Source: an optimization exercise on an open RTL-to-GDS flow (aim: small area, a short achievable clock period and few clock cycles per item). Production flows keep margins and buffers that such runs may drop.
Function not checked in this run: the RTL went through the layout flow alone.
Power is estimated from default activity; no workload was simulated.

==> flow/config.mk <==
export PLATFORM = sky130hd
export DESIGN_NAME = ex_stage
export DESIGN_NICKNAME = ex_stage
export VERILOG_FILES = /design/flow/design.v
export SDC_FILE = /design/flow/constraint.sdc
export NUM_CORES = 4
export LEC_CHECK = 0
export ABC_AREA = 1
export ABC_CLOCK_PERIOD_IN_PS = 4000
export CAP_MARGIN = 20
export CORE_MARGIN = 2
export CORE_UTILIZATION = 40
export SLEW_MARGIN = 20
export SYNTH_HIERARCHICAL = 1
==> flow/design.v <==
package ex_pkg;
  localparam logic [3:0] OP_AND = 4'b0000;
  localparam logic [3:0] OP_OR  = 4'b0001;
  localparam logic [3:0] OP_ADD = 4'b0010;
  localparam logic [3:0] OP_XOR = 4'b0011;
  localparam logic [3:0] OP_SLL = 4'b0100;
  localparam logic [3:0] OP_SRL = 4'b0101;
  localparam logic [3:0] OP_SUB = 4'b0110;
  localparam logic [3:0] OP_SLT = 4'b0111;
  localparam logic [3:0] OP_MUL = 4'b1000;
  localparam logic [3:0] OP_NOR = 4'b1100;
  typedef enum logic {
    ST_IDLE = 1'b0,
    ST_MUL  = 1'b1
  } ex_state_e;
  localparam int unsigned DEFAULT_WIDTH = 32;
  localparam int unsigned MUL_SLICES    = DEFAULT_WIDTH / 8;
  function automatic integer mul_slices(input integer width);
    mul_slices = width / 8;
  endfunction
endpackage
import ex_pkg::*;
module ex_stage
#(
  parameter int unsigned WIDTH = 32
) (
  input  logic             clk,
  input  logic             rst,
  input  logic             in_valid,
  output logic             in_ready,
  input  logic [3:0]       operation,
  input  logic [WIDTH-1:0] op_a,
  input  logic [WIDTH-1:0] op_b,
  input  logic [4:0]       shamt,
  input  logic [4:0]       rd,
  input  logic             reg_write,
  input  logic             stall_in,
  input  logic             flush,
  output logic             out_valid,
  output logic [WIDTH-1:0] result,
  output logic             zero,
  output logic [4:0]       out_rd,
  output logic             out_reg_write,
  output logic             busy
);
  logic v0_q, v1_q;
  logic hold1_s, ld1_s, ld0_s;
  assign hold1_s  = v1_q & stall_in;
  assign ld1_s    = ~hold1_s;
  assign ld0_s    = ~(v0_q & hold1_s);
  assign in_ready = ld0_s;
  always_ff @(posedge clk) begin
    if (!rst || flush) begin
      v0_q <= 1'b0;
      v1_q <= 1'b0;
    end else begin
      if (ld0_s) v0_q <= in_valid;
      if (ld1_s) v1_q <= v0_q;
    end
  end
  logic op_mul, op_sll, op_srl, op_add, op_sub;
  assign op_mul = (operation == OP_MUL);
  assign op_sll = (operation == OP_SLL);
  assign op_srl = (operation == OP_SRL);
  assign op_add = (operation == OP_ADD);
  assign op_sub = (operation == OP_SUB);
  logic        lt_in;
  logic [31:0] b_rev, a_in;
  assign lt_in = $signed(op_a) < $signed(op_b);
  always_comb begin
    for (int i = 0; i < 32; i++) b_rev[i] = op_b[31 - i];
    case (operation)
      OP_AND:  a_in = op_a & op_b;
      OP_OR:   a_in = op_a | op_b;
      OP_XOR:  a_in = op_a ^ op_b;
      OP_NOR:  a_in = ~(op_a | op_b);
      OP_SLT:  a_in = {31'd0, lt_in};
      OP_SLL:  a_in = op_b;
      OP_SRL:  a_in = b_rev;
      OP_MUL:  a_in = op_a;
      OP_ADD:  a_in = op_a;
      OP_SUB:  a_in = op_a;
      default: a_in = 32'd0;
    endcase
  end
  logic [15:0] one_in, two_in, neg_in;
  logic [31:0] braw;
  assign braw = op_sub ? ~op_b : op_b;
  always_comb begin
    for (int i = 0; i < 16; i++) begin
      logic b2, b1, bm;
      b2 = op_b[2*i+1];
      b1 = op_b[2*i];
      bm = (i == 0) ? 1'b0 : op_b[2*i-1];
      if (op_mul) begin
        one_in[i] = b1 ^ bm;
        two_in[i] = (b2 & ~b1 & ~bm) | (~b2 & b1 & bm);
        neg_in[i] = b2;
      end else if (op_sll | op_srl) begin
        one_in[i] = (shamt[4:1] == 4'(i)) & ~shamt[0];
        two_in[i] = (shamt[4:1] == 4'(i)) & shamt[0];
        neg_in[i] = 1'b0;
      end else begin
        one_in[i] = braw[2*i];
        two_in[i] = 1'b0;
        neg_in[i] = braw[2*i+1];
      end
    end
  end
  logic [3:0] wone, wtwo, wneg;
  always_comb begin
    for (int k = 0; k < 4; k++) begin
      logic b2, b1, bm;
      b2 = op_b[2*(12+k)+1];
      b1 = op_b[2*(12+k)];
      bm = op_b[2*(12+k)-1];
      wone[k] = b1 ^ bm;
      wtwo[k] = (b2 & ~b1 & ~bm) | (~b2 & b1 & bm);
      wneg[k] = b2;
    end
  end
  logic [7:0] wpp12;
  logic [5:0] wpp13;
  logic [3:0] wpp14;
  logic       wpp15_0, wpp15_1;
  logic [7:0] a8_sh;
  assign a8_sh   = {op_a[6:0], 1'b0};
  assign wpp12   = ({8{wone[0]}} & op_a[7:0] | {8{wtwo[0]}} & a8_sh[7:0]) ^ {8{wneg[0]}};
  assign wpp13   = ({6{wone[1]}} & op_a[5:0] | {6{wtwo[1]}} & a8_sh[5:0]) ^ {6{wneg[1]}};
  assign wpp14   = ({4{wone[2]}} & op_a[3:0] | {4{wtwo[2]}} & a8_sh[3:0]) ^ {4{wneg[2]}};
  assign wpp15_0 = wone[3] & op_a[0];
  assign wpp15_1 = (wone[3] & (op_a[1] ^ (wneg[3] & op_a[0]))) | (wtwo[3] & op_a[0]);
  logic [7:0] wt_x, wt_y;
  wire whs22, whc22;
  ex_ha u_wha22 (.a(wpp12[4]), .b(wpp13[2]), .s(whs22), .co(whc22));
  wire whs23, whc23;
  ex_ha u_wha23 (.a(wpp12[5]), .b(wpp13[3]), .s(whs23), .co(whc23));
  wire wfs198, wfc198;
  ex_fa u_wfa198 (.a(wpp12[6]), .b(wpp13[4]), .c(wpp14[2]), .s(wfs198), .co(wfc198));
  wire wfs199, wfc199;
  ex_fa u_wfa199 (.a(wpp12[7]), .b(wpp13[5]), .c(wpp14[3]), .s(wfs199), .co(wfc199));
  wire whs24, whc24;
  ex_ha u_wha24 (.a(wpp12[2]), .b(wpp13[0]), .s(whs24), .co(whc24));
  wire whs25, whc25;
  ex_ha u_wha25 (.a(wpp12[3]), .b(wpp13[1]), .s(whs25), .co(whc25));
  wire wfs200, wfc200;
  ex_fa u_wfa200 (.a(whs22), .b(wpp14[0]), .c(wneg[2]), .s(wfs200), .co(wfc200));
  wire wfs201, wfc201;
  ex_fa u_wfa201 (.a(whc22), .b(whs23), .c(wpp14[1]), .s(wfs201), .co(wfc201));
  wire wfs202, wfc202;
  ex_fa u_wfa202 (.a(whc23), .b(wfs198), .c(wpp15_0), .s(wfs202), .co(wfc202));
  wire wfs203, wfc203;
  ex_fa u_wfa203 (.a(wfc198), .b(wfs199), .c(wpp15_1), .s(wfs203), .co(wfc203));
  assign wt_x = {wfc202, wfc201, wfc200, whc25, whc24, whs24, wpp12[1], wpp12[0]};
  assign wt_y = {wfs203, wfs202, wfs201, wfs200, whs25, wneg[1], 1'b0, wneg[0]};
  logic [7:0] am8, w_sh, w_in;
  assign am8  = op_sll ? op_b[7:0] : b_rev[7:0];
  assign w_sh = (shamt[4:3] == 2'b11) ? (am8 << shamt[2:0]) : 8'd0;
  assign w_in = op_mul ? (wt_x + wt_y) : ((op_sll | op_srl) ? w_sh : braw[31:24]);
  logic [31:0] a0_q;
  logic [11:0] one0_q, two0_q, neg0_q;
  logic [7:0]  w0_q;
  logic        tree0_q, srl0_q, useb0_q, c0_q;
  logic [4:0]  rd0_q;
  logic        rw0_q;
  always_ff @(posedge clk) begin
    if (ld0_s) begin
      a0_q    <= a_in;
      one0_q  <= one_in[11:0];
      two0_q  <= two_in[11:0];
      neg0_q  <= neg_in[11:0];
      w0_q    <= w_in;
      tree0_q <= op_mul | op_sll;
      srl0_q  <= op_srl;
      useb0_q <= op_add | op_sub;
      c0_q    <= op_mul ? op_b[1] : op_sub;
      rd0_q   <= rd;
      rw0_q   <= reg_write;
    end
  end
  logic [31:0] b0_raw;
  always_comb begin
    for (int i = 0; i < 12; i++) begin
      b0_raw[2*i]   = one0_q[i];
      b0_raw[2*i+1] = neg0_q[i];
    end
    b0_raw[31:24] = w0_q;
  end
  logic [31:0] a_sh;
  assign a_sh = {a0_q[30:0], 1'b0};
  logic [31:0] pp0;
  logic [29:0] pp1;
  logic [27:0] pp2;
  logic [25:0] pp3;
  logic [23:0] pp4;
  logic [21:0] pp5;
  logic [19:0] pp6;
  logic [17:0] pp7;
  logic [15:0] pp8;
  logic [13:0] pp9;
  logic [11:0] pp10;
  logic [9:0]  pp11;
  logic [11:0] bone, btwo, bneg;
  assign bone = one0_q;
  assign btwo = two0_q;
  assign bneg = neg0_q;
  assign pp0  = ({32{bone[0]}}  & a0_q[31:0]  | {32{btwo[0]}}  & a_sh[31:0])  ^ {32{bneg[0]}};
  assign pp1  = ({30{bone[1]}}  & a0_q[29:0]  | {30{btwo[1]}}  & a_sh[29:0])  ^ {30{bneg[1]}};
  assign pp2  = ({28{bone[2]}}  & a0_q[27:0]  | {28{btwo[2]}}  & a_sh[27:0])  ^ {28{bneg[2]}};
  assign pp3  = ({26{bone[3]}}  & a0_q[25:0]  | {26{btwo[3]}}  & a_sh[25:0])  ^ {26{bneg[3]}};
  assign pp4  = ({24{bone[4]}}  & a0_q[23:0]  | {24{btwo[4]}}  & a_sh[23:0])  ^ {24{bneg[4]}};
  assign pp5  = ({22{bone[5]}}  & a0_q[21:0]  | {22{btwo[5]}}  & a_sh[21:0])  ^ {22{bneg[5]}};
  assign pp6  = ({20{bone[6]}}  & a0_q[19:0]  | {20{btwo[6]}}  & a_sh[19:0])  ^ {20{bneg[6]}};
  assign pp7  = ({18{bone[7]}}  & a0_q[17:0]  | {18{btwo[7]}}  & a_sh[17:0])  ^ {18{bneg[7]}};
  assign pp8  = ({16{bone[8]}}  & a0_q[15:0]  | {16{btwo[8]}}  & a_sh[15:0])  ^ {16{bneg[8]}};
  assign pp9  = ({14{bone[9]}}  & a0_q[13:0]  | {14{btwo[9]}}  & a_sh[13:0])  ^ {14{bneg[9]}};
  assign pp10 = ({12{bone[10]}} & a0_q[11:0]  | {12{btwo[10]}} & a_sh[11:0])  ^ {12{bneg[10]}};
  assign pp11 = ({10{bone[11]}} & a0_q[9:0]   | {10{btwo[11]}} & a_sh[9:0])   ^ {10{bneg[11]}};
  logic [31:0] tree_x, tree_y;
  wire hs0, hc0;
  ex_ha u_ha0 (.a(pp0[16]), .b(pp1[14]), .s(hs0), .co(hc0));
  wire hs1, hc1;
  ex_ha u_ha1 (.a(pp0[17]), .b(pp1[15]), .s(hs1), .co(hc1));
  wire fs0, fc0;
  ex_fa u_fa0 (.a(pp0[18]), .b(pp1[16]), .c(pp2[14]), .s(fs0), .co(fc0));
  wire hs2, hc2;
  ex_ha u_ha2 (.a(pp3[12]), .b(pp4[10]), .s(hs2), .co(hc2));
  wire fs1, fc1;
  ex_fa u_fa1 (.a(pp0[19]), .b(pp1[17]), .c(pp2[15]), .s(fs1), .co(fc1));
  wire hs3, hc3;
  ex_ha u_ha3 (.a(pp3[13]), .b(pp4[11]), .s(hs3), .co(hc3));
  wire fs2, fc2;
  ex_fa u_fa2 (.a(pp0[20]), .b(pp1[18]), .c(pp2[16]), .s(fs2), .co(fc2));
  wire fs3, fc3;
  ex_fa u_fa3 (.a(pp3[14]), .b(pp4[12]), .c(pp5[10]), .s(fs3), .co(fc3));
  wire hs4, hc4;
  ex_ha u_ha4 (.a(pp6[8]), .b(pp7[6]), .s(hs4), .co(hc4));
  wire fs4, fc4;
  ex_fa u_fa4 (.a(pp0[21]), .b(pp1[19]), .c(pp2[17]), .s(fs4), .co(fc4));
  wire fs5, fc5;
  ex_fa u_fa5 (.a(pp3[15]), .b(pp4[13]), .c(pp5[11]), .s(fs5), .co(fc5));
  wire hs5, hc5;
  ex_ha u_ha5 (.a(pp6[9]), .b(pp7[7]), .s(hs5), .co(hc5));
  wire fs6, fc6;
  ex_fa u_fa6 (.a(pp0[22]), .b(pp1[20]), .c(pp2[18]), .s(fs6), .co(fc6));
  wire fs7, fc7;
  ex_fa u_fa7 (.a(pp3[16]), .b(pp4[14]), .c(pp5[12]), .s(fs7), .co(fc7));
  wire fs8, fc8;
  ex_fa u_fa8 (.a(pp6[10]), .b(pp7[8]), .c(pp8[6]), .s(fs8), .co(fc8));
  wire hs6, hc6;
  ex_ha u_ha6 (.a(pp9[4]), .b(pp10[2]), .s(hs6), .co(hc6));
  wire fs9, fc9;
  ex_fa u_fa9 (.a(pp0[23]), .b(pp1[21]), .c(pp2[19]), .s(fs9), .co(fc9));
  wire fs10, fc10;
  ex_fa u_fa10 (.a(pp3[17]), .b(pp4[15]), .c(pp5[13]), .s(fs10), .co(fc10));
  wire fs11, fc11;
  ex_fa u_fa11 (.a(pp6[11]), .b(pp7[9]), .c(pp8[7]), .s(fs11), .co(fc11));
  wire hs7, hc7;
  ex_ha u_ha7 (.a(pp9[5]), .b(pp10[3]), .s(hs7), .co(hc7));
  wire fs12, fc12;
  ex_fa u_fa12 (.a(pp0[24]), .b(pp1[22]), .c(pp2[20]), .s(fs12), .co(fc12));
  wire fs13, fc13;
  ex_fa u_fa13 (.a(pp3[18]), .b(pp4[16]), .c(pp5[14]), .s(fs13), .co(fc13));
  wire fs14, fc14;
  ex_fa u_fa14 (.a(pp6[12]), .b(pp7[10]), .c(pp8[8]), .s(fs14), .co(fc14));
  wire fs15, fc15;
  ex_fa u_fa15 (.a(pp9[6]), .b(pp10[4]), .c(pp11[2]), .s(fs15), .co(fc15));
  wire fs16, fc16;
  ex_fa u_fa16 (.a(pp0[25]), .b(pp1[23]), .c(pp2[21]), .s(fs16), .co(fc16));
  wire fs17, fc17;
  ex_fa u_fa17 (.a(pp3[19]), .b(pp4[17]), .c(pp5[15]), .s(fs17), .co(fc17));
  wire fs18, fc18;
  ex_fa u_fa18 (.a(pp6[13]), .b(pp7[11]), .c(pp8[9]), .s(fs18), .co(fc18));
  wire fs19, fc19;
  ex_fa u_fa19 (.a(pp9[7]), .b(pp10[5]), .c(pp11[3]), .s(fs19), .co(fc19));
  wire fs20, fc20;
  ex_fa u_fa20 (.a(pp0[26]), .b(pp1[24]), .c(pp2[22]), .s(fs20), .co(fc20));
  wire fs21, fc21;
  ex_fa u_fa21 (.a(pp3[20]), .b(pp4[18]), .c(pp5[16]), .s(fs21), .co(fc21));
  wire fs22, fc22;
  ex_fa u_fa22 (.a(pp6[14]), .b(pp7[12]), .c(pp8[10]), .s(fs22), .co(fc22));
  wire fs23, fc23;
  ex_fa u_fa23 (.a(pp9[8]), .b(pp10[6]), .c(pp11[4]), .s(fs23), .co(fc23));
  wire fs24, fc24;
  ex_fa u_fa24 (.a(pp0[27]), .b(pp1[25]), .c(pp2[23]), .s(fs24), .co(fc24));
  wire fs25, fc25;
  ex_fa u_fa25 (.a(pp3[21]), .b(pp4[19]), .c(pp5[17]), .s(fs25), .co(fc25));
  wire fs26, fc26;
  ex_fa u_fa26 (.a(pp6[15]), .b(pp7[13]), .c(pp8[11]), .s(fs26), .co(fc26));
  wire fs27, fc27;
  ex_fa u_fa27 (.a(pp9[9]), .b(pp10[7]), .c(pp11[5]), .s(fs27), .co(fc27));
  wire fs28, fc28;
  ex_fa u_fa28 (.a(pp0[28]), .b(pp1[26]), .c(pp2[24]), .s(fs28), .co(fc28));
  wire fs29, fc29;
  ex_fa u_fa29 (.a(pp3[22]), .b(pp4[20]), .c(pp5[18]), .s(fs29), .co(fc29));
  wire fs30, fc30;
  ex_fa u_fa30 (.a(pp6[16]), .b(pp7[14]), .c(pp8[12]), .s(fs30), .co(fc30));
  wire fs31, fc31;
  ex_fa u_fa31 (.a(pp9[10]), .b(pp10[8]), .c(pp11[6]), .s(fs31), .co(fc31));
  wire fs32, fc32;
  ex_fa u_fa32 (.a(pp0[29]), .b(pp1[27]), .c(pp2[25]), .s(fs32), .co(fc32));
  wire fs33, fc33;
  ex_fa u_fa33 (.a(pp3[23]), .b(pp4[21]), .c(pp5[19]), .s(fs33), .co(fc33));
  wire fs34, fc34;
  ex_fa u_fa34 (.a(pp6[17]), .b(pp7[15]), .c(pp8[13]), .s(fs34), .co(fc34));
  wire fs35, fc35;
  ex_fa u_fa35 (.a(pp9[11]), .b(pp10[9]), .c(pp11[7]), .s(fs35), .co(fc35));
  wire fs36, fc36;
  ex_fa u_fa36 (.a(pp0[30]), .b(pp1[28]), .c(pp2[26]), .s(fs36), .co(fc36));
  wire fs37, fc37;
  ex_fa u_fa37 (.a(pp3[24]), .b(pp4[22]), .c(pp5[20]), .s(fs37), .co(fc37));
  wire fs38, fc38;
  ex_fa u_fa38 (.a(pp6[18]), .b(pp7[16]), .c(pp8[14]), .s(fs38), .co(fc38));
  wire fs39, fc39;
  ex_fa u_fa39 (.a(pp9[12]), .b(pp10[10]), .c(pp11[8]), .s(fs39), .co(fc39));
  wire fs40, fc40;
  ex_fa u_fa40 (.a(pp0[31]), .b(pp1[29]), .c(pp2[27]), .s(fs40), .co(fc40));
  wire fs41, fc41;
  ex_fa u_fa41 (.a(pp3[25]), .b(pp4[23]), .c(pp5[21]), .s(fs41), .co(fc41));
  wire fs42, fc42;
  ex_fa u_fa42 (.a(pp6[19]), .b(pp7[17]), .c(pp8[15]), .s(fs42), .co(fc42));
  wire fs43, fc43;
  ex_fa u_fa43 (.a(pp9[13]), .b(pp10[11]), .c(pp11[9]), .s(fs43), .co(fc43));
  wire hs8, hc8;
  ex_ha u_ha8 (.a(pp0[10]), .b(pp1[8]), .s(hs8), .co(hc8));
  wire hs9, hc9;
  ex_ha u_ha9 (.a(pp0[11]), .b(pp1[9]), .s(hs9), .co(hc9));
  wire fs44, fc44;
  ex_fa u_fa44 (.a(pp0[12]), .b(pp1[10]), .c(pp2[8]), .s(fs44), .co(fc44));
  wire hs10, hc10;
  ex_ha u_ha10 (.a(pp3[6]), .b(pp4[4]), .s(hs10), .co(hc10));
  wire fs45, fc45;
  ex_fa u_fa45 (.a(pp0[13]), .b(pp1[11]), .c(pp2[9]), .s(fs45), .co(fc45));
  wire hs11, hc11;
  ex_ha u_ha11 (.a(pp3[7]), .b(pp4[5]), .s(hs11), .co(hc11));
  wire fs46, fc46;
  ex_fa u_fa46 (.a(pp0[14]), .b(pp1[12]), .c(pp2[10]), .s(fs46), .co(fc46));
  wire fs47, fc47;
  ex_fa u_fa47 (.a(pp3[8]), .b(pp4[6]), .c(pp5[4]), .s(fs47), .co(fc47));
  wire hs12, hc12;
  ex_ha u_ha12 (.a(pp6[2]), .b(pp7[0]), .s(hs12), .co(hc12));
  wire fs48, fc48;
  ex_fa u_fa48 (.a(pp0[15]), .b(pp1[13]), .c(pp2[11]), .s(fs48), .co(fc48));
  wire fs49, fc49;
  ex_fa u_fa49 (.a(pp3[9]), .b(pp4[7]), .c(pp5[5]), .s(fs49), .co(fc49));
  wire hs13, hc13;
  ex_ha u_ha13 (.a(pp6[3]), .b(pp7[1]), .s(hs13), .co(hc13));
  wire fs50, fc50;
  ex_fa u_fa50 (.a(hs0), .b(pp2[12]), .c(pp3[10]), .s(fs50), .co(fc50));
  wire fs51, fc51;
  ex_fa u_fa51 (.a(pp4[8]), .b(pp5[6]), .c(pp6[4]), .s(fs51), .co(fc51));
  wire fs52, fc52;
  ex_fa u_fa52 (.a(pp7[2]), .b(pp8[0]), .c(bneg[8]), .s(fs52), .co(fc52));
  wire fs53, fc53;
  ex_fa u_fa53 (.a(hc0), .b(hs1), .c(pp2[13]), .s(fs53), .co(fc53));
  wire fs54, fc54;
  ex_fa u_fa54 (.a(pp3[11]), .b(pp4[9]), .c(pp5[7]), .s(fs54), .co(fc54));
  wire fs55, fc55;
  ex_fa u_fa55 (.a(pp6[5]), .b(pp7[3]), .c(pp8[1]), .s(fs55), .co(fc55));
  wire fs56, fc56;
  ex_fa u_fa56 (.a(hc1), .b(fs0), .c(hs2), .s(fs56), .co(fc56));
  wire fs57, fc57;
  ex_fa u_fa57 (.a(pp5[8]), .b(pp6[6]), .c(pp7[4]), .s(fs57), .co(fc57));
  wire fs58, fc58;
  ex_fa u_fa58 (.a(pp8[2]), .b(pp9[0]), .c(bneg[9]), .s(fs58), .co(fc58));
  wire fs59, fc59;
  ex_fa u_fa59 (.a(fc0), .b(hc2), .c(fs1), .s(fs59), .co(fc59));
  wire fs60, fc60;
  ex_fa u_fa60 (.a(hs3), .b(pp5[9]), .c(pp6[7]), .s(fs60), .co(fc60));
  wire fs61, fc61;
  ex_fa u_fa61 (.a(pp7[5]), .b(pp8[3]), .c(pp9[1]), .s(fs61), .co(fc61));
  wire fs62, fc62;
  ex_fa u_fa62 (.a(fc1), .b(hc3), .c(fs2), .s(fs62), .co(fc62));
  wire fs63, fc63;
  ex_fa u_fa63 (.a(fs3), .b(hs4), .c(pp8[4]), .s(fs63), .co(fc63));
  wire fs64, fc64;
  ex_fa u_fa64 (.a(pp9[2]), .b(pp10[0]), .c(bneg[10]), .s(fs64), .co(fc64));
  wire fs65, fc65;
  ex_fa u_fa65 (.a(fc2), .b(fc3), .c(hc4), .s(fs65), .co(fc65));
  wire fs66, fc66;
  ex_fa u_fa66 (.a(fs4), .b(fs5), .c(hs5), .s(fs66), .co(fc66));
  wire fs67, fc67;
  ex_fa u_fa67 (.a(pp8[5]), .b(pp9[3]), .c(pp10[1]), .s(fs67), .co(fc67));
  wire fs68, fc68;
  ex_fa u_fa68 (.a(fc4), .b(fc5), .c(hc5), .s(fs68), .co(fc68));
  wire fs69, fc69;
  ex_fa u_fa69 (.a(fs6), .b(fs7), .c(fs8), .s(fs69), .co(fc69));
  wire fs70, fc70;
  ex_fa u_fa70 (.a(hs6), .b(pp11[0]), .c(bneg[11]), .s(fs70), .co(fc70));
  wire fs71, fc71;
  ex_fa u_fa71 (.a(fc6), .b(fc7), .c(fc8), .s(fs71), .co(fc71));
  wire fs72, fc72;
  ex_fa u_fa72 (.a(hc6), .b(fs9), .c(fs10), .s(fs72), .co(fc72));
  wire fs73, fc73;
  ex_fa u_fa73 (.a(fs11), .b(hs7), .c(pp11[1]), .s(fs73), .co(fc73));
  wire fs74, fc74;
  ex_fa u_fa74 (.a(fc9), .b(fc10), .c(fc11), .s(fs74), .co(fc74));
  wire fs75, fc75;
  ex_fa u_fa75 (.a(hc7), .b(fs12), .c(fs13), .s(fs75), .co(fc75));
  wire fs76, fc76;
  ex_fa u_fa76 (.a(fs14), .b(fs15), .c(w0_q[0]), .s(fs76), .co(fc76));
  wire fs77, fc77;
  ex_fa u_fa77 (.a(fc12), .b(fc13), .c(fc14), .s(fs77), .co(fc77));
  wire fs78, fc78;
  ex_fa u_fa78 (.a(fc15), .b(fs16), .c(fs17), .s(fs78), .co(fc78));
  wire fs79, fc79;
  ex_fa u_fa79 (.a(fs18), .b(fs19), .c(w0_q[1]), .s(fs79), .co(fc79));
  wire fs80, fc80;
  ex_fa u_fa80 (.a(fc16), .b(fc17), .c(fc18), .s(fs80), .co(fc80));
  wire fs81, fc81;
  ex_fa u_fa81 (.a(fc19), .b(fs20), .c(fs21), .s(fs81), .co(fc81));
  wire fs82, fc82;
  ex_fa u_fa82 (.a(fs22), .b(fs23), .c(w0_q[2]), .s(fs82), .co(fc82));
  wire fs83, fc83;
  ex_fa u_fa83 (.a(fc20), .b(fc21), .c(fc22), .s(fs83), .co(fc83));
  wire fs84, fc84;
  ex_fa u_fa84 (.a(fc23), .b(fs24), .c(fs25), .s(fs84), .co(fc84));
  wire fs85, fc85;
  ex_fa u_fa85 (.a(fs26), .b(fs27), .c(w0_q[3]), .s(fs85), .co(fc85));
  wire fs86, fc86;
  ex_fa u_fa86 (.a(fc24), .b(fc25), .c(fc26), .s(fs86), .co(fc86));
  wire fs87, fc87;
  ex_fa u_fa87 (.a(fc27), .b(fs28), .c(fs29), .s(fs87), .co(fc87));
  wire fs88, fc88;
  ex_fa u_fa88 (.a(fs30), .b(fs31), .c(w0_q[4]), .s(fs88), .co(fc88));
  wire fs89, fc89;
  ex_fa u_fa89 (.a(fc28), .b(fc29), .c(fc30), .s(fs89), .co(fc89));
  wire fs90, fc90;
  ex_fa u_fa90 (.a(fc31), .b(fs32), .c(fs33), .s(fs90), .co(fc90));
  wire fs91, fc91;
  ex_fa u_fa91 (.a(fs34), .b(fs35), .c(w0_q[5]), .s(fs91), .co(fc91));
  wire fs92, fc92;
  ex_fa u_fa92 (.a(fc32), .b(fc33), .c(fc34), .s(fs92), .co(fc92));
  wire fs93, fc93;
  ex_fa u_fa93 (.a(fc35), .b(fs36), .c(fs37), .s(fs93), .co(fc93));
  wire fs94, fc94;
  ex_fa u_fa94 (.a(fs38), .b(fs39), .c(w0_q[6]), .s(fs94), .co(fc94));
  wire fs95, fc95;
  ex_fa u_fa95 (.a(fc36), .b(fc37), .c(fc38), .s(fs95), .co(fc95));
  wire fs96, fc96;
  ex_fa u_fa96 (.a(fc39), .b(fs40), .c(fs41), .s(fs96), .co(fc96));
  wire fs97, fc97;
  ex_fa u_fa97 (.a(fs42), .b(fs43), .c(w0_q[7]), .s(fs97), .co(fc97));
  wire hs14, hc14;
  ex_ha u_ha14 (.a(pp0[6]), .b(pp1[4]), .s(hs14), .co(hc14));
  wire hs15, hc15;
  ex_ha u_ha15 (.a(pp0[7]), .b(pp1[5]), .s(hs15), .co(hc15));
  wire fs98, fc98;
  ex_fa u_fa98 (.a(pp0[8]), .b(pp1[6]), .c(pp2[4]), .s(fs98), .co(fc98));
  wire hs16, hc16;
  ex_ha u_ha16 (.a(pp3[2]), .b(pp4[0]), .s(hs16), .co(hc16));
  wire fs99, fc99;
  ex_fa u_fa99 (.a(pp0[9]), .b(pp1[7]), .c(pp2[5]), .s(fs99), .co(fc99));
  wire hs17, hc17;
  ex_ha u_ha17 (.a(pp3[3]), .b(pp4[1]), .s(hs17), .co(hc17));
  wire fs100, fc100;
  ex_fa u_fa100 (.a(hs8), .b(pp2[6]), .c(pp3[4]), .s(fs100), .co(fc100));
  wire fs101, fc101;
  ex_fa u_fa101 (.a(pp4[2]), .b(pp5[0]), .c(bneg[5]), .s(fs101), .co(fc101));
  wire fs102, fc102;
  ex_fa u_fa102 (.a(hc8), .b(hs9), .c(pp2[7]), .s(fs102), .co(fc102));
  wire fs103, fc103;
  ex_fa u_fa103 (.a(pp3[5]), .b(pp4[3]), .c(pp5[1]), .s(fs103), .co(fc103));
  wire fs104, fc104;
  ex_fa u_fa104 (.a(hc9), .b(fs44), .c(hs10), .s(fs104), .co(fc104));
  wire fs105, fc105;
  ex_fa u_fa105 (.a(pp5[2]), .b(pp6[0]), .c(bneg[6]), .s(fs105), .co(fc105));
  wire fs106, fc106;
  ex_fa u_fa106 (.a(fc44), .b(hc10), .c(fs45), .s(fs106), .co(fc106));
  wire fs107, fc107;
  ex_fa u_fa107 (.a(hs11), .b(pp5[3]), .c(pp6[1]), .s(fs107), .co(fc107));
  wire fs108, fc108;
  ex_fa u_fa108 (.a(fc45), .b(hc11), .c(fs46), .s(fs108), .co(fc108));
  wire fs109, fc109;
  ex_fa u_fa109 (.a(fs47), .b(hs12), .c(bneg[7]), .s(fs109), .co(fc109));
  wire fs110, fc110;
  ex_fa u_fa110 (.a(fc46), .b(fc47), .c(hc12), .s(fs110), .co(fc110));
  wire fs111, fc111;
  ex_fa u_fa111 (.a(fs48), .b(fs49), .c(hs13), .s(fs111), .co(fc111));
  wire fs112, fc112;
  ex_fa u_fa112 (.a(fc48), .b(fc49), .c(hc13), .s(fs112), .co(fc112));
  wire fs113, fc113;
  ex_fa u_fa113 (.a(fs50), .b(fs51), .c(fs52), .s(fs113), .co(fc113));
  wire fs114, fc114;
  ex_fa u_fa114 (.a(fc50), .b(fc51), .c(fc52), .s(fs114), .co(fc114));
  wire fs115, fc115;
  ex_fa u_fa115 (.a(fs53), .b(fs54), .c(fs55), .s(fs115), .co(fc115));
  wire fs116, fc116;
  ex_fa u_fa116 (.a(fc53), .b(fc54), .c(fc55), .s(fs116), .co(fc116));
  wire fs117, fc117;
  ex_fa u_fa117 (.a(fs56), .b(fs57), .c(fs58), .s(fs117), .co(fc117));
  wire fs118, fc118;
  ex_fa u_fa118 (.a(fc56), .b(fc57), .c(fc58), .s(fs118), .co(fc118));
  wire fs119, fc119;
  ex_fa u_fa119 (.a(fs59), .b(fs60), .c(fs61), .s(fs119), .co(fc119));
  wire fs120, fc120;
  ex_fa u_fa120 (.a(fc59), .b(fc60), .c(fc61), .s(fs120), .co(fc120));
  wire fs121, fc121;
  ex_fa u_fa121 (.a(fs62), .b(fs63), .c(fs64), .s(fs121), .co(fc121));
  wire fs122, fc122;
  ex_fa u_fa122 (.a(fc62), .b(fc63), .c(fc64), .s(fs122), .co(fc122));
  wire fs123, fc123;
  ex_fa u_fa123 (.a(fs65), .b(fs66), .c(fs67), .s(fs123), .co(fc123));
  wire fs124, fc124;
  ex_fa u_fa124 (.a(fc65), .b(fc66), .c(fc67), .s(fs124), .co(fc124));
  wire fs125, fc125;
  ex_fa u_fa125 (.a(fs68), .b(fs69), .c(fs70), .s(fs125), .co(fc125));
  wire fs126, fc126;
  ex_fa u_fa126 (.a(fc68), .b(fc69), .c(fc70), .s(fs126), .co(fc126));
  wire fs127, fc127;
  ex_fa u_fa127 (.a(fs71), .b(fs72), .c(fs73), .s(fs127), .co(fc127));
  wire fs128, fc128;
  ex_fa u_fa128 (.a(fc71), .b(fc72), .c(fc73), .s(fs128), .co(fc128));
  wire fs129, fc129;
  ex_fa u_fa129 (.a(fs74), .b(fs75), .c(fs76), .s(fs129), .co(fc129));
  wire fs130, fc130;
  ex_fa u_fa130 (.a(fc74), .b(fc75), .c(fc76), .s(fs130), .co(fc130));
  wire fs131, fc131;
  ex_fa u_fa131 (.a(fs77), .b(fs78), .c(fs79), .s(fs131), .co(fc131));
  wire fs132, fc132;
  ex_fa u_fa132 (.a(fc77), .b(fc78), .c(fc79), .s(fs132), .co(fc132));
  wire fs133, fc133;
  ex_fa u_fa133 (.a(fs80), .b(fs81), .c(fs82), .s(fs133), .co(fc133));
  wire fs134, fc134;
  ex_fa u_fa134 (.a(fc80), .b(fc81), .c(fc82), .s(fs134), .co(fc134));
  wire fs135, fc135;
  ex_fa u_fa135 (.a(fs83), .b(fs84), .c(fs85), .s(fs135), .co(fc135));
  wire fs136, fc136;
  ex_fa u_fa136 (.a(fc83), .b(fc84), .c(fc85), .s(fs136), .co(fc136));
  wire fs137, fc137;
  ex_fa u_fa137 (.a(fs86), .b(fs87), .c(fs88), .s(fs137), .co(fc137));
  wire fs138, fc138;
  ex_fa u_fa138 (.a(fc86), .b(fc87), .c(fc88), .s(fs138), .co(fc138));
  wire fs139, fc139;
  ex_fa u_fa139 (.a(fs89), .b(fs90), .c(fs91), .s(fs139), .co(fc139));
  wire fs140, fc140;
  ex_fa u_fa140 (.a(fc89), .b(fc90), .c(fc91), .s(fs140), .co(fc140));
  wire fs141, fc141;
  ex_fa u_fa141 (.a(fs92), .b(fs93), .c(fs94), .s(fs141), .co(fc141));
  wire fs142, fc142;
  ex_fa u_fa142 (.a(fc92), .b(fc93), .c(fc94), .s(fs142), .co(fc142));
  wire fs143, fc143;
  ex_fa u_fa143 (.a(fs95), .b(fs96), .c(fs97), .s(fs143), .co(fc143));
  wire hs18, hc18;
  ex_ha u_ha18 (.a(pp0[4]), .b(pp1[2]), .s(hs18), .co(hc18));
  wire hs19, hc19;
  ex_ha u_ha19 (.a(pp0[5]), .b(pp1[3]), .s(hs19), .co(hc19));
  wire fs144, fc144;
  ex_fa u_fa144 (.a(hs14), .b(pp2[2]), .c(pp3[0]), .s(fs144), .co(fc144));
  wire fs145, fc145;
  ex_fa u_fa145 (.a(hc14), .b(hs15), .c(pp2[3]), .s(fs145), .co(fc145));
  wire fs146, fc146;
  ex_fa u_fa146 (.a(hc15), .b(fs98), .c(hs16), .s(fs146), .co(fc146));
  wire fs147, fc147;
  ex_fa u_fa147 (.a(fc98), .b(hc16), .c(fs99), .s(fs147), .co(fc147));
  wire fs148, fc148;
  ex_fa u_fa148 (.a(fc99), .b(hc17), .c(fs100), .s(fs148), .co(fc148));
  wire fs149, fc149;
  ex_fa u_fa149 (.a(fc100), .b(fc101), .c(fs102), .s(fs149), .co(fc149));
  wire fs150, fc150;
  ex_fa u_fa150 (.a(fc102), .b(fc103), .c(fs104), .s(fs150), .co(fc150));
  wire fs151, fc151;
  ex_fa u_fa151 (.a(fc104), .b(fc105), .c(fs106), .s(fs151), .co(fc151));
  wire fs152, fc152;
  ex_fa u_fa152 (.a(fc106), .b(fc107), .c(fs108), .s(fs152), .co(fc152));
  wire fs153, fc153;
  ex_fa u_fa153 (.a(fc108), .b(fc109), .c(fs110), .s(fs153), .co(fc153));
  wire fs154, fc154;
  ex_fa u_fa154 (.a(fc110), .b(fc111), .c(fs112), .s(fs154), .co(fc154));
  wire fs155, fc155;
  ex_fa u_fa155 (.a(fc112), .b(fc113), .c(fs114), .s(fs155), .co(fc155));
  wire fs156, fc156;
  ex_fa u_fa156 (.a(fc114), .b(fc115), .c(fs116), .s(fs156), .co(fc156));
  wire fs157, fc157;
  ex_fa u_fa157 (.a(fc116), .b(fc117), .c(fs118), .s(fs157), .co(fc157));
  wire fs158, fc158;
  ex_fa u_fa158 (.a(fc118), .b(fc119), .c(fs120), .s(fs158), .co(fc158));
  wire fs159, fc159;
  ex_fa u_fa159 (.a(fc120), .b(fc121), .c(fs122), .s(fs159), .co(fc159));
  wire fs160, fc160;
  ex_fa u_fa160 (.a(fc122), .b(fc123), .c(fs124), .s(fs160), .co(fc160));
  wire fs161, fc161;
  ex_fa u_fa161 (.a(fc124), .b(fc125), .c(fs126), .s(fs161), .co(fc161));
  wire fs162, fc162;
  ex_fa u_fa162 (.a(fc126), .b(fc127), .c(fs128), .s(fs162), .co(fc162));
  wire fs163, fc163;
  ex_fa u_fa163 (.a(fc128), .b(fc129), .c(fs130), .s(fs163), .co(fc163));
  wire fs164, fc164;
  ex_fa u_fa164 (.a(fc130), .b(fc131), .c(fs132), .s(fs164), .co(fc164));
  wire fs165, fc165;
  ex_fa u_fa165 (.a(fc132), .b(fc133), .c(fs134), .s(fs165), .co(fc165));
  wire fs166, fc166;
  ex_fa u_fa166 (.a(fc134), .b(fc135), .c(fs136), .s(fs166), .co(fc166));
  wire fs167, fc167;
  ex_fa u_fa167 (.a(fc136), .b(fc137), .c(fs138), .s(fs167), .co(fc167));
  wire fs168, fc168;
  ex_fa u_fa168 (.a(fc138), .b(fc139), .c(fs140), .s(fs168), .co(fc168));
  wire fs169, fc169;
  ex_fa u_fa169 (.a(fc140), .b(fc141), .c(fs142), .s(fs169), .co(fc169));
  wire hs20, hc20;
  ex_ha u_ha20 (.a(pp0[2]), .b(pp1[0]), .s(hs20), .co(hc20));
  wire hs21, hc21;
  ex_ha u_ha21 (.a(pp0[3]), .b(pp1[1]), .s(hs21), .co(hc21));
  wire fs170, fc170;
  ex_fa u_fa170 (.a(hs18), .b(pp2[0]), .c(bneg[2]), .s(fs170), .co(fc170));
  wire fs171, fc171;
  ex_fa u_fa171 (.a(hc18), .b(hs19), .c(pp2[1]), .s(fs171), .co(fc171));
  wire fs172, fc172;
  ex_fa u_fa172 (.a(hc19), .b(fs144), .c(bneg[3]), .s(fs172), .co(fc172));
  wire fs173, fc173;
  ex_fa u_fa173 (.a(fc144), .b(fs145), .c(pp3[1]), .s(fs173), .co(fc173));
  wire fs174, fc174;
  ex_fa u_fa174 (.a(fc145), .b(fs146), .c(bneg[4]), .s(fs174), .co(fc174));
  wire fs175, fc175;
  ex_fa u_fa175 (.a(fc146), .b(fs147), .c(hs17), .s(fs175), .co(fc175));
  wire fs176, fc176;
  ex_fa u_fa176 (.a(fc147), .b(fs148), .c(fs101), .s(fs176), .co(fc176));
  wire fs177, fc177;
  ex_fa u_fa177 (.a(fc148), .b(fs149), .c(fs103), .s(fs177), .co(fc177));
  wire fs178, fc178;
  ex_fa u_fa178 (.a(fc149), .b(fs150), .c(fs105), .s(fs178), .co(fc178));
  wire fs179, fc179;
  ex_fa u_fa179 (.a(fc150), .b(fs151), .c(fs107), .s(fs179), .co(fc179));
  wire fs180, fc180;
  ex_fa u_fa180 (.a(fc151), .b(fs152), .c(fs109), .s(fs180), .co(fc180));
  wire fs181, fc181;
  ex_fa u_fa181 (.a(fc152), .b(fs153), .c(fs111), .s(fs181), .co(fc181));
  wire fs182, fc182;
  ex_fa u_fa182 (.a(fc153), .b(fs154), .c(fs113), .s(fs182), .co(fc182));
  wire fs183, fc183;
  ex_fa u_fa183 (.a(fc154), .b(fs155), .c(fs115), .s(fs183), .co(fc183));
  wire fs184, fc184;
  ex_fa u_fa184 (.a(fc155), .b(fs156), .c(fs117), .s(fs184), .co(fc184));
  wire fs185, fc185;
  ex_fa u_fa185 (.a(fc156), .b(fs157), .c(fs119), .s(fs185), .co(fc185));
  wire fs186, fc186;
  ex_fa u_fa186 (.a(fc157), .b(fs158), .c(fs121), .s(fs186), .co(fc186));
  wire fs187, fc187;
  ex_fa u_fa187 (.a(fc158), .b(fs159), .c(fs123), .s(fs187), .co(fc187));
  wire fs188, fc188;
  ex_fa u_fa188 (.a(fc159), .b(fs160), .c(fs125), .s(fs188), .co(fc188));
  wire fs189, fc189;
  ex_fa u_fa189 (.a(fc160), .b(fs161), .c(fs127), .s(fs189), .co(fc189));
  wire fs190, fc190;
  ex_fa u_fa190 (.a(fc161), .b(fs162), .c(fs129), .s(fs190), .co(fc190));
  wire fs191, fc191;
  ex_fa u_fa191 (.a(fc162), .b(fs163), .c(fs131), .s(fs191), .co(fc191));
  wire fs192, fc192;
  ex_fa u_fa192 (.a(fc163), .b(fs164), .c(fs133), .s(fs192), .co(fc192));
  wire fs193, fc193;
  ex_fa u_fa193 (.a(fc164), .b(fs165), .c(fs135), .s(fs193), .co(fc193));
  wire fs194, fc194;
  ex_fa u_fa194 (.a(fc165), .b(fs166), .c(fs137), .s(fs194), .co(fc194));
  wire fs195, fc195;
  ex_fa u_fa195 (.a(fc166), .b(fs167), .c(fs139), .s(fs195), .co(fc195));
  wire fs196, fc196;
  ex_fa u_fa196 (.a(fc167), .b(fs168), .c(fs141), .s(fs196), .co(fc196));
  wire fs197, fc197;
  ex_fa u_fa197 (.a(fc168), .b(fs169), .c(fs143), .s(fs197), .co(fc197));
  assign tree_x = {fc196, fc195, fc194, fc193, fc192, fc191, fc190, fc189, fc188, fc187, fc186, fc185, fc184, fc183, fc182, fc181, fc180, fc179, fc178, fc177, fc176, fc175, fc174, fc173, fc172, fc171, fc170, hc21, hc20, hs20, pp0[1], pp0[0]};
  assign tree_y = {fs197, fs196, fs195, fs194, fs193, fs192, fs191, fs190, fs189, fs188, fs187, fs186, fs185, fs184, fs183, fs182, fs181, fs180, fs179, fs178, fs177, fs176, fs175, fs174, fs173, fs172, fs171, fs170, hs21, bneg[1], 1'b0, 1'b0};
  logic [31:0] hp, hg, hp_rev, yb;
  assign hp = tree_x ^ tree_y;
  assign hg = tree_x & tree_y;
  always_comb begin
    for (int i = 0; i < 32; i++) hp_rev[i] = hp[31 - i];
  end
  assign yb = useb0_q ? b0_raw : 32'd0;
  logic [31:0] p_d, g_d;
  always_comb begin
    if (tree0_q) begin
      p_d = hp;
      g_d = hg;
    end else if (srl0_q) begin
      p_d = hp_rev;
      g_d = 32'd0;
    end else begin
      p_d = a0_q ^ yb;
      g_d = a0_q & yb;
    end
  end
  logic [31:0] p1_q, g1_q;
  logic        c1_q;
  logic [4:0]  rd1_q;
  logic        rw1_q;
  always_ff @(posedge clk) begin
    if (ld1_s) begin
      p1_q  <= p_d;
      g1_q  <= g_d;
      c1_q  <= c0_q;
      rd1_q <= rd0_q;
      rw1_q <= rw0_q;
    end
  end
  logic [31:0] gk [0:5];
  logic [31:0] pk [0:5];
  logic [31:0] cy;
  always_comb begin
    gk[0] = g1_q;
    pk[0] = p1_q;
    gk[0][0] = g1_q[0] | (p1_q[0] & c1_q);
    for (int l = 0; l < 5; l++) begin
      for (int i = 0; i < 32; i++) begin
        if (i >= (1 << l)) begin
          gk[l+1][i] = gk[l][i] | (pk[l][i] & gk[l][i - (1 << l)]);
          pk[l+1][i] = pk[l][i] & pk[l][i - (1 << l)];
        end else begin
          gk[l+1][i] = gk[l][i];
          pk[l+1][i] = pk[l][i];
        end
      end
    end
    cy = {gk[5][30:0], c1_q};
  end
  logic [31:0] zterm;
  assign zterm = p1_q ^ {p1_q[30:0] | g1_q[30:0], c1_q};
  assign result        = p1_q ^ cy;
  assign zero          = ~|zterm;
  assign out_valid     = v1_q;
  assign out_rd        = rd1_q;
  assign out_reg_write = rw1_q;
  assign busy          = v0_q;
endmodule
module ex_fa (
  input  logic a,
  input  logic b,
  input  logic c,
  output logic s,
  output logic co
);
  assign s  = a ^ b ^ c;
  assign co = (a & b) | (a & c) | (b & c);
endmodule
module ex_ha (
  input  logic a,
  input  logic b,
  output logic s,
  output logic co
);
  assign s  = a ^ b;
  assign co = a & b;
endmodule
==> flow/standard.sh <==
#!/bin/bash
# synth_recipe.tcl (not shown) runs the flow's synth.tcl, then flattens the netlist and writes it again
# the make line also repeats each setting of config.mk as NAME=value (left out here)
make -C /OpenROAD-flow-scripts/flow DESIGN_CONFIG=/design/flow/config.mk WORK_HOME=/design/flow/orfs CLKGATE_MAP_FILE= SYNTH_SCRIPT=/design/flow/synth_recipe.tcl "${@:-finish}"
==> flow/flow/run.sh <==
#!/bin/bash
# The standard layout; the port buffers use the smallest buffer cell
# (every input and output port still gets its own buffer).
set -euo pipefail
bash standard.sh SETUP_SLACK_MARGIN=5.6 "BUFFER_PORTS_ARGS=-buffer_cell sky130_fd_sc_hd__buf_1" finish > flow_make.log 2>&1
==> flow/constraint.sdc <==
create_clock -name core_clock -period 10.0 [get_ports {clk}]
set_input_delay 2.0000 -clock core_clock [delete_from_list [all_inputs] [get_ports {clk}]]
set_output_delay 2.0000 -clock core_clock [all_outputs]
set_load 0.01 [all_outputs]
==> impl_summary.log <==
[metrics] post-layout minimum cycle time: 4660 ps
[metrics] count of TritonRoute iterations in the first routing pass: 6
[metrics] delay-heaviest family, CP: adder cells
[metrics] overall fraction of global-route tracks in use: 0.293
[metrics] MaxCap Viol Count: 0
[metrics] Worst Clk Skew: 18.6 ps
[metrics] minimum setup slack among reg-to-reg paths: 5340 ps
[metrics] fraction of layout instances using a drive strength above 1: 0.152
[metrics] cts-stage hold buffer count: 0
[metrics] Setup Crit Path Kind: reg -> reg
[metrics] worst path required time: 10210 ps
[metrics] clock latency reported for the late side of the worst-skew pair: 450 ps
[metrics] clock root buffer master: clkbuf_16
[metrics] Filler cells: 5436
[metrics] crit-path max cell delay: 610 ps
[metrics] startpoint type of the worst setup path: flip-flop
[metrics] achievable frequency: 0.214 GHz
[metrics] fin crit share: 0.466
[metrics] Fin Hold WS: 421 ps
[metrics] critical path endpoint category: flip-flop
[metrics] power per standard cell area: 306 mW/mm2
[metrics] dominant cell type by count on the critical path: fa_2
[metrics] Wirelength per Cell: 24.6 um
[metrics] critical-path cell list: clkinvlp_4, buf_12, o22ai_2, xor2_1, fa_2, fa_2, fa_2, fa_1, fa_1, ha_1, inv_2, o211ai_1
[metrics] wire length of the first global-routing pass: 131000 um
[metrics] register cell area after layout: 0.00472 mm2
[metrics] number of buffers added on ports: 125
[metrics] number of sinks on the clock net: 158
[metrics] final HPWL from detailed placement: 62600 um
[metrics] Seq cells post-synth: 158
[metrics] Syn. warnings: 9
[metrics] DIE HEIGHT: 242 um
[metrics] Finish-stage setup viols: 0
[metrics] Die W: 242 um
[metrics] # rows: 87
[metrics] register area share after synthesis: 0.208
[metrics] arrival time at the worst endpoint: 4870 ps
[metrics] GP Congestion: 0.992
[metrics] Max Transition Viols Final: 0
[metrics] final std cells w/o fill: 3560
[metrics] transition at the pin with the smallest max-transition slack: 1090 ps
[metrics] number of levels in the clock H-tree: 4
[metrics] via count of the first global-routing pass: 21.4k
[metrics] area of placed instances: 0.0239 mm2
[metrics] final hold vios: 0
[metrics] synthesized instance count: 2708
[metrics] Antenna Violating Nets Remaining: 0
[metrics] sum of buffers and inverters on the critical path: 3
[metrics] DRC: 0
[metrics] mean instance size in the synthesized netlist: 8.40 um2
[metrics] global route total overflow: 0
[metrics] number of diodes: 0
[metrics] cell with the biggest individual delay on the critical path: edfxtp_1
[metrics] floorplan die area: 0.0588 mm2
[metrics] core area: 0.0563 mm2
[metrics] via count: 21.5k
[metrics] total wirelength of the detailed-routed design: 87500 um
[metrics] per-cell via count in the routed design: 6.03
[metrics] main flop type after synthesis: edfxtp_1
[metrics] post-route cell area: 0.0264 mm2
[metrics] fin util: 0.469
[metrics] Clk pin slew, worst setup/hold paths: 70 ps
[metrics] worst-case clock buffer depth: 2
[metrics] post-synthesis cell area: 0.0227 mm2
[metrics] Synth cell types: 46
[metrics] Pleak: 11.4 nW
[metrics] initial standard-cell utilization of the core: 0.404
[metrics] Post-Syn Nets: 3187
[metrics] Area growth syn-to-layout: 16.1%
[metrics] area taken by multi-input logic gates: 0.0172 mm2
[metrics] top-level I/O count: 126
[metrics] result of the run: complete, no violations
[metrics] clock tree from TritonCTS: done
[metrics] number of DRC markers after the initial detailed-route iteration: 2552
[metrics] total CTS buffers: 17
[metrics] number of flops mapped to enable cells by yosys: 156
[metrics] share of flip-flops with an asynchronous set or reset after synthesis: 0
[metrics] Final nets: 3270
[metrics] initial antenna violation count: 1
[metrics] CP max FO: 14
[metrics] largest voltage drop on the vdd net: 0.351 mV
[metrics] pin count of the biggest net entering global routing: 90
[metrics] class of the tightest hold or removal check: reg -> reg
[metrics] max-slew headroom at the worst pin: 0.274
[metrics] RSZ-0062 raised after global routing: yes
[metrics] setup_tns: 0 ps
[metrics] cell count after placement: 3445
-- power by group --
group / switching (mW) / internal [mW]
clock: 0.313 / 0.335
sequential: 0.185 / 0.903
combinational: 3.81 / 2.52
total: 4.31 / 3.76
-- worst paths after layout --
kind,end,startpoint,depth (start not counted)
min,c1_q$_DFFE_PN_,c0_q$_DFFE_PN_,0
min reg2reg,c1_q$_DFFE_PN_,c0_q$_DFFE_PN_,0
max,p1_q[3]$_DFFE_PN_,a0_q[17]$_DFFE_PN_,12
max reg2reg,p1_q[3]$_DFFE_PN_,a0_q[17]$_DFFE_PN_,12
-- timing repair --
item                       in CTS  in global routing
setup endpoints to repair      71                 68
buffers inserted               65                 11
pin swaps                     102                 30
resized for setup             272                 55
cloned                          7                  0
-- per-module statistics from Yosys (local to each module, per instance) --
module | cells inside | flip-flops and latches | area (um2) | copies in the design
ex_ha | 1 | 0 | 12.5 | 26
ex_stage | 2478 | 158 | 18300 | 1
ex_fa | 1 | 0 | 20.0 | 204
-- state kept, by name, indices dropped and copies added, names as in the netlist, 5 cells and up --
register,count
two0_q,12
g1_q,31
one0_q,12
rd0_q,5
p1_q,32
rd1_q,5
w0_q,8
a0_q,32
neg0_q,12
-- worst register-to-register path, stage by stage (launching register included) --
cell and delay, ps:
edfxtp_1 610, clkinvlp_4 200, buf_12 190, o22ai_2 180, xor2_1 220, fa_2 480, fa_2 370, fa_2 540
fa_1 440, fa_1 470, ha_1 310, inv_2 50, o211ai_1 350
-- final cells by class --
class | count | area share
clock buffers | 17 | 0.0161
clock inverters | 15 | 0.00616
multi-input cells | 2084 | 0.650
well taps | 756 | 0.0358
inverters | 281 | 0.0451
repair buffers | 245 | 0.0671
flip-flops and latches | 158 | 0.179
repair inverters | 4 | 0.00104
-- placed cells by master (no fill, tap or decap), types with 14 or more instances in the layout --
cell and n:
a21oi_1 81, buf_6 22, nand2_2 14, ha_1 183, xnor2_1 20, buf_12 16
buf_2 19, fa_1 142, o22ai_1 223, o211ai_1 50, edfxtp_1 156, o22ai_2 40
clkbuf_16 17, inv_1 224, fa_2 62, nor3_1 14, inv_2 22, buf_4 83
a22oi_1 31, xor2_1 290, a31oi_1 24, nand3_1 117, a221oi_1 30, buf_1 96
clkinvlp_4 19, o21ai_0 78, nand2_1 405, nor2_1 145
-- cells in the mapped netlist (all sizes together) (2+ instances only) --
master   number  area (um2)
nand2       424        1600
xor2        297        2600
o22ai       266        1660
inv         264         991
fa          204        4080
ha          191        2390
nor2        158         616
edfxtp      156        4680
clkbuf      129         487
nand3       128         641
o21ai        98         494
a21oi        89         445
buf          57         254
o211ai       50         375
a22oi        31         233
a221oi       30         263
a31oi        24         150
xnor2        20         175
clkinv       17        63.8
nor3         16        85.1
nand4        13        81.3
o2111ai       8        70.1
o21bai        8        60.1
nor4          5        31.3
o21a          5        37.5
or2           5        31.3
nor3b         3        22.5
a21boi        2        15.0
dfxtp         2        40.0
-- cell families after synthesis --
family / after synthesis / share of synthesized area
adder cells (fa/ha/maj): 395 / 0.285
XOR/XNOR: 317 / 0.122
flip-flops: 158 / 0.208
buffers and inverters: 467 / 0.0789
AND/OR/NAND/NOR: 754 / 0.137
AO/OA/AOI/OAI: 617 / 0.170
-- routing by layer --
| metal | up-vias | global-route usage | part of all wire |
|---|---|---|---|
| li1 | 9439 | - | - |
| met1 | 10462 | 0.353 | 0.39 |
| met2 | 1225 | 0.492 | 0.47 |
| met3 | 328 | 0.0535 | 0.074 |
| met4 | 0 | 0.165 | 0.069 |
| met5 | - | 0 | 0 |
-- metrics by stage --
stage / setup WS [ps] / power, mW
5_1_grt: 5260 / 8.60
6_report: 5340 / 8.07
2_1_floorplan: 5200 / 4.38
3_3_place_gp: 4210 / 6.42
4_1_cts: 5450 / 7.76
3_5_place_dp: 4160 / 6.49

## static timing again, ports no longer ideal
The flow's constraints put no driver on any port. The routed layout listed below was extracted and timed again, unchanged, in two steps.
Step 1 sets driving cells, clkbuf_16 on the clock port and buf_2 on the other inputs (assumed; they add their load-dependent delay and slew).
Step 2 also shifts input and output timing later by t, the mid clock arrival at the registers, as if the neighbouring blocks saw the same clock.
Slacks: no drivers / after step 1 / after step 2; pairs: no drivers / after step 1.
t, ns: 0.496
setup WS [ns]: 5.336 / 5.336 / 4.970
hold WS [ns]: 0.421 / 0.421 / 0.421
latest minus earliest clock arrival (ns): 0.018 / 0.019
cell pins on the clock port's net: 1
After both steps setup and hold are still met in this run. The setup slack of this run moves by 0.000 ns with the drivers and by -0.366 ns with both steps.
